This is an optimization exercise on Yosys and OpenROAD, whose aim is small area, a short achievable clock period and few clock cycles per item, not a production implementation. RTL that was checked went through simulation tests only; none was proved equivalent to the original. For run 2, only the layout was checked, not whether the RTL still works.

==> flow/design.v, too long to show whole: its modules and the start of the top module <==
// module iir_chan_sched: 1026 lines
// module iir_fa: 10 lines
// module iir_ha: 9 lines
// module iir_add59: 344 lines
// module iir_add59hi: 317 lines
// module iir_add34x3: 177 lines
module iir_chan_sched #(
    parameter int                 NCH   = 4,
    parameter int                 SHIFT = 27,
    parameter logic signed [31:0] B1    = 32'sd25109419,
    parameter logic signed [31:0] B2    = 32'sd0,
    parameter logic signed [31:0] B3    = -32'sd25109419,
    parameter logic signed [31:0] A2    = -32'sd187539761,
    parameter logic signed [31:0] A3    = 32'sd83998890,
    localparam int                CW    = $clog2(NCH)
) (
    input  logic                 clk_i,
    input  logic                 reset_i,
    input  logic                 clr_valid_i,
    input  logic [CW-1:0]        clr_ch_i,
    input  logic                 in_valid_i,
    output logic                 in_ready_o,
    input  logic signed [31:0]   in_x_i,
    input  logic [CW-1:0]        in_ch_i,
    output logic                 out_valid_o,
    input  logic                 out_ready_i,
    output logic signed [31:0]   out_y_o,
    output logic [CW-1:0]        out_ch_o
);
  // ...
==> flow/flow/run.sh <==
#!/bin/bash
set -o pipefail
bash standard.sh SETUP_SLACK_MARGIN=10.0 TNS_END_PERCENT=5 \
  "BUFFER_PORTS_ARGS=-buffer_cell sky130_fd_sc_hd__buf_4" finish 2>&1 | tee standard_run.log
==> flow/standard.sh <==
#!/bin/bash
# synth_recipe.tcl (not shown) runs the flow's synth.tcl, then flattens the netlist and writes it again
# the make line also repeats each setting of config.mk as NAME=value (left out here)
make -C /OpenROAD-flow-scripts/flow DESIGN_CONFIG=/design/flow/config.mk WORK_HOME=/design/flow/orfs CLKGATE_MAP_FILE= SYNTH_SCRIPT=/design/flow/synth_recipe.tcl "${@:-finish}"
==> flow/config.mk <==
export PLATFORM = sky130hd
export DESIGN_NAME = iir_chan_sched
export DESIGN_NICKNAME = iir_chan_sched
export VERILOG_FILES = /design/flow/design.v
export SDC_FILE = /design/flow/constraint.sdc
export NUM_CORES = 4
export LEC_CHECK = 0
export CAP_MARGIN = 20
export CORE_MARGIN = 2
export CORE_UTILIZATION = 45
export CTS_CLUSTER_DIAMETER = 100
export CTS_CLUSTER_SIZE = 24
export SLEW_MARGIN = 20
export SYNTH_HIERARCHICAL = 1
==> flow/constraint.sdc <==
create_clock -name core_clock -period 14.0 [get_ports {clk_i}]
set_input_delay 2.8000 -clock core_clock [delete_from_list [all_inputs] [get_ports {clk_i}]]
set_output_delay 2.8000 -clock core_clock [all_outputs]
set_load 0.01 [all_outputs]
==> run notes, run 1 <==
Critical Path Fanout Max=1; RSZ-0062 raised after global routing=yes; drt wl/cell=22.9 um; Detailed Route Iter0 Violations=2016; # resized after CTS=14; initial antenna violation count=1; Synth top cells by count=dfxtp_1 (913), fa_1 (691), ha_1 (345); clk_buf instances=65; Max-Cap Viols=0; CP delay by family, top=flip-flops; Die Y=343 um; main area contributors after synthesis=dfxtp_1 (35%), fa_1 (27%), ha_1 (8.3%); Clock-cell share=2.63%; WL met3=6190 um; Fill cells=9906; Syn-to-layout area delta=8.10%; Post-Synth XOR/XNOR Area=3.31%; n_diodes=1; Synth Flop Type=dfxtp_1; DP Area=54400 sq um; grt peak-use layer=met1; wire length on met1=62300 um; multi-input logic area=27700 sq um; Global Route met3 Usage=3.31%; dpl cells=5390; Reg2Reg Depth=12; status=complete, no violations
Testbench counts, summed over its fixed seeds: cycles 3,224, items 3,200.
==> run 2: changes to the inputs <==
--- a/flow/design.v
+++ b/flow/design.v
@@ -937,33 +937,37 @@
     iir_add59   u_adds1 (.a(t1a_q), .b(t1b_q), .s(s1n));
     iir_add59   u_adds2 (.a(t2a_q), .b(t2b_q), .s(s2n));
     assign y = acc_hi;
     logic [2:0]  ov_q;
     logic [33:0] oe_q [3];
     logic [2:0]  ov_d;
     logic [33:0] oe_d [3];
     assign pop = ov_q[0] & out_ready_i;
-    logic [2:0] ysel;
     always_comb begin
         if (pop) begin
             ov_d    = {1'b0, ov_q[2:1]};
             oe_d[0] = oe_q[1];
             oe_d[1] = oe_q[2];
             oe_d[2] = oe_q[2];
         end else begin
             ov_d    = ov_q;
             oe_d[0] = oe_q[0];
             oe_d[1] = oe_q[1];
             oe_d[2] = oe_q[2];
         end
-        ysel[0] = vb_q & ~ov_d[0];
-        ysel[1] = vb_q & ov_d[0] & ~ov_d[1];
-        ysel[2] = vb_q & ov_d[1];
-        ov_d    = ov_d | ysel;
+        if (vb_q) begin
+            if (!ov_d[0]) begin
+                ov_d[0] = 1'b1; oe_d[0] = {chb_q, y};
+            end else if (!ov_d[1]) begin
+                ov_d[1] = 1'b1; oe_d[1] = {chb_q, y};
+            end else begin
+                ov_d[2] = 1'b1; oe_d[2] = {chb_q, y};
+            end
+        end
     end
     always_ff @(posedge clk_i or posedge reset_i) begin
         if (reset_i) begin
             ph_q       <= 2'd3;
             hv_q       <= 1'b0;
             in_ready_q <= 1'b1;
             cnt_q      <= '0;
             vb_q       <= 1'b0;
@@ -1010,19 +1014,19 @@
         s1_q[0] <= s1_q[3];
         s1_q[1] <= ve_q ? s1n : (ce_q | z_q[0]) ? OFF1 : s1_q[0];
         s1_q[2] <= vb_q ? pc : s1_q[1];
         s1_q[3] <= s1_q[2];
         s2_q[0] <= s2_q[3];
         s2_q[1] <= ve_q ? s2n : (ce_q | z_q[0]) ? OFF2 : s2_q[0];
         s2_q[2] <= s2_q[1];
         s2_q[3] <= s2_q[2];
-        oe_q[0] <= ysel[0] ? {chb_q, y} : oe_d[0];
-        oe_q[1] <= ysel[1] ? {chb_q, y} : oe_d[1];
-        oe_q[2] <= ysel[2] ? {chb_q, y} : oe_d[2];
+        oe_q[0] <= oe_d[0];
+        oe_q[1] <= oe_d[1];
+        oe_q[2] <= oe_d[2];
     end
     assign in_ready_o  = in_ready_q;
     assign out_valid_o = ov_q[0];
     assign out_y_o     = oe_q[0][31:0];
     assign out_ch_o    = oe_q[0][33:32];
 endmodule
 module iir_fa (
     input  logic a,
==> flow/flow/run.sh (replaced) <==
#!/bin/bash
set -o pipefail
bash standard.sh SETUP_SLACK_MARGIN=9.8 TNS_END_PERCENT=5 \
  "BUFFER_PORTS_ARGS=-buffer_cell sky130_fd_sc_hd__buf_4" finish 2>&1 | tee standard_run.log
==> run 2 against run 1 <==
  * Worst setup slack got worse by 0.043 ns
  * Still clean on timing, DRC and antenna
  * Cell area down 0.94%
  * Sequential share of layout area down 0.84 points
  * Count of clock-buffer cells in the layout unchanged
  * Register-to-register slack better by 0.04 ns
  * Cell count rose by 2.0%
  * Synthesized area shrank 0.55%
  * Largest cell class unchanged
  * Via count up 4.7%
  * Clock skew is 0.013 ns higher
==> run notes, run 2 <==
status=complete, no violations (unchanged); CP delay by family, top=flip-flops (unchanged); final net count=5118 (was 5011); fin util=48.7% (was 49.0%); reg2reg end=s1_q[1][55]$_DFF_P_ (was oe_q[0][30]$_DFFE_PP_); endpoints failing setup=0 (unchanged); Skew-Pair Late Insertion Delay=0.70 ns (was 0.69 ns); vias in the first global route=30426 (was 28776); first-pass GRT wire length=193000 um (was 190000 um); largest family of logic cells by synthesized area=adder cells (unchanged); cts bufs inserted=53 (was 52); main area contributors after synthesis=dfxtp_1 (38%), fa_1 (27%), ha_1 (8.4%) (was dfxtp_1 (35%), fa_1 (27%), ha_1 (8.3%)); count leader, synth=dfxtp_1 (unchanged); slowest stage cell, crit path=dfrtp_2 (was edfxtp_1); Die X-Extent=343 um (about the same); multiplexer share of the synthesized area=2.69% (was 3.07%); first-pass detailed-route iteration total=6 (was 5); Post-Synth XOR/XNOR Area=3.32% (was 3.31%); Post-DP HPWL=103000 um (was 99500 um); Cells after Synth=3922 (was 3782); Worst-Margin Slew=0.913 ns (was 0.974 ns); Detailed Route Iter0 Violations=1942 (was 2016); critical setup path kind=reg -> out (unchanged); Reg2Reg Depth=13 (was 12); Clock Tree Buf Depth=3 (unchanged); Hold Crit Class=reg -> reg (unchanged); Startpoint Class=register (unchanged); core footprint=114000 sq um (about the same); H-tree depth=2 (unchanged); max_slew headroom=39.1% (was 34.8%); WP data required=11.20 ns (about the same); sequential element share of the synthesized area=43.1% (was 44.2%); Compound-Gate Fraction of Synth Area=7.86% (was 7.19%); final worst path period share=29.8% (was 29.5%); RSZ-0062 raised after global routing=yes (unchanged); simple-gate area share of the yosys netlist=4.83% (was 4.34%); initial antenna violation count=0 (was 1); fmax=239 MHz (was 242 MHz); Starting Density=45.2% (was 45.3%); R2R setup slack=10.11 ns (was 10.07 ns); Worst Setup SP=ov_q[0]$_DFF_PP0_ (was oe_q[0][8]$_DFFE_PP_); dpl cells=5497 (was 5390); async set or reset register ratio after synthesis=1.96% (unchanged); # port buffers=76 (unchanged); Synth top area share=38.1% (was 35.2%); fin cells=5572 (was 5465); reg2reg start=t1a_q[0]$_DFF_P_ (was s1_q[1][33]$_DFF_P_); routed vias=29003 (was 27689); cell count along the critical path=1 (unchanged); fin. max-slew vios=0 (unchanged); pin count of the biggest net entering global routing=69 (was 66); drt wl/cell=22.8 um (was 22.9 um); adder-cell area share of the yosys netlist=35.2% (was 35.0%); n_diodes=0 (was 1); synth unique cells=84 (was 90); Die Footprint=117000 sq um (was 118000 sq um); Synth Flop Type=dfxtp_1 (unchanged); DRT Wirelength=127000 um (was 125000 um); CTS Hold Bufs=0 (unchanged); GRT Util Overall=22.2% (was 22.0%); worst path bufs/invs=1 (unchanged); clk sinks=1071 (unchanged); Final min period=4.18 ns (was 4.13 ns); Synth Cell Area=51600 sq um (was 51900 sq um); Critical Path Fanout Max=8 (was 1); clk_skew=0.0480 ns (was 0.0350 ns); DRC=0 (unchanged); post-synth top area cell=dfxtp_1 (unchanged); Vias per Instance=5.21 (was 5.07); post-route setup slack=9.82 ns (was 9.87 ns); Crit. End Element=output port (unchanged); most frequent cells in the layout=dfxtp_1 (980), fa_1 (691), ha_1 (345) (was dfxtp_1 (912), fa_1 (691), ha_1 (345)); Largest regs=s1_q: 236 flops, s2_q: 236 flops, oe_q: 102 flops (unchanged); number of synthesis warnings=11 (unchanged); final hold vios=0 (unchanged); Max-Cap Viols=0 (unchanged); layout cells sized above 1=6.80% (was 9.36%); CTS clock-pin slew for the worst setup and hold paths=0.10 ns (about the same); Yosys reg bits=1071 (unchanged); Worst Setup EP=out_valid_o (was out_y_o[8]); CTS Root Cell=clkbuf_16 (unchanged); setup_tns=0 ns (unchanged); mean area per synthesized cell=13.1 sq um (was 13.7 sq um); FP Rows=124 (unchanged); GRT overflow=0 (unchanged); antenna-violating nets left=0 (unchanged); Routability Congestion=0.972 (was 0.966); Synth top cells by count=dfxtp_1 (981), fa_1 (691), ha_1 (345) (was dfxtp_1 (913), fa_1 (691), ha_1 (345)); EDFF count, synth=69 (was 137); most common cell after layout, fill and taps aside=dfxtp_1 (unchanged); CP Cell Sequence=buf_4 (unchanged); Worst Path Arrival=1.38 ns (was 1.33 ns); max incr delay on CP=0.51 ns (was 0.47 ns); CTS tree=yes (unchanged); Syn-to-layout area delta=7.68% (was 8.10%); Die Y=343 um (about the same); pre-CTS setup slack=8.98 ns (was 8.86 ns); Ports=77 (unchanged)
## run 2: how the worst min path moves through the flow
stage	slack, ns	endpoint	depth (start not counted)	start
2_1_floorplan	0.31	s1_q[3][0]$_DFF_P_	0	s1_q[2][0]$_DFF_P_
3_3_place_gp	0.31	s2_q[2][15]$_DFF_P_	0	s2_q[1][15]$_DFF_P_
3_5_place_dp	0.31	s2_q[3][18]$_DFF_P_	0	s2_q[2][18]$_DFF_P_
4_1_cts	0.30	s2_q[3][23]$_DFF_P_	0	s2_q[2][23]$_DFF_P_
5_1_grt	0.32	s2_q[3][23]$_DFF_P_	0	s2_q[2][23]$_DFF_P_
6_report	0.30	s2_q[3][23]$_DFF_P_	0	s2_q[2][23]$_DFF_P_
## run 2: through the flow
stage          hold slack [ns]  instance area [sq um]
2_1_floorplan            0.310                  51700
3_3_place_gp             0.310                  53900
3_5_place_dp             0.312                  53900
4_1_cts                  0.300                  55500
5_1_grt                  0.322                  55500
6_report                 0.301                  55500
## run 2: Yosys stat by module, one instance, submodules excluded
module	area [sq um]	times used
iir_add59hi	1870	1
iir_add59	2390	3
iir_ha	12.5	84
iir_chan_sched	26700	1
iir_add34x3	1410	1
iir_fa	20.0	667
## run 2: cells by family (layout without fill, tap and decap cells)
logic type | count (synthesis) | after routing
muxes | 131 | 131
other | 2 | 42
adders and majority gates | 1036 | 1036
and+or+nand+nor | 509 | 509
buffers and inverters | 376 | 474
DFF | 1071 | 1071
xor gates and xnor gates | 194 | 194
AOI/OAI and AO/OA | 603 | 603
## run 2: layout make-up
cell class | instances | area, sq um
timing repair buffer | 85 | 638
multi-input combinational | 2515 | 28000
fill | 10100 | 58500
tap | 1512 | 1890
clock inverter | 9 | 128
sequential | 1071 | 22300
inverter | 315 | 1190
clock buffer | 65 | 1390
## run 2: timing repair
item | 4_1_cts | 5_1_grt
buffers inserted | 0 | 1
endpoints found under the setup margin | 78 | 30
endpoints found under the hold margin | 0 | 0
gates resized for setup | 5 | 6
pin swaps | 1 | 1
## run 2: metal layers
layer  global-route usage [%]  routed length [um]  vias to the layer above
met2                     34.5               56300                      845
met4                     6.61                4280                        0
met5                        0                   0                        -
li1                         -                   -                    13311
met1                     31.7               58400                    14628
met3                     4.32                8120                      219

## static timing again, ports no longer ideal
How much do the figures lean on ideal ports? The routed layouts below were timed once more, with nothing changed but the port constraints. Step 1 sets driving cells, clkbuf_16 on the clock port and buf_2 on the other inputs (assumed; they add their load-dependent delay and slew). Step 2 times the ports against the registers' clock, not the clock port: input delays grow and output delays shrink by t, the midpoint of the rising clock arrivals with the driver on. Three values: ideal, step 1, step 2; two values: the first two.
| run | t (ns) | setup WS [ns] | cell pins on the clock port's net |
|---|---|---|---|
| run 1 | 0.736 | 9.866 / 9.800 / 9.223 | 1 |
| run 2 | 0.751 | 9.823 / 9.751 / 9.179 | 1 |
After both steps setup and hold are still met in every run listed. For run 2, which loses most, drivers alone change the setup slack by -0.072 ns; drivers and shift together by -0.644 ns.
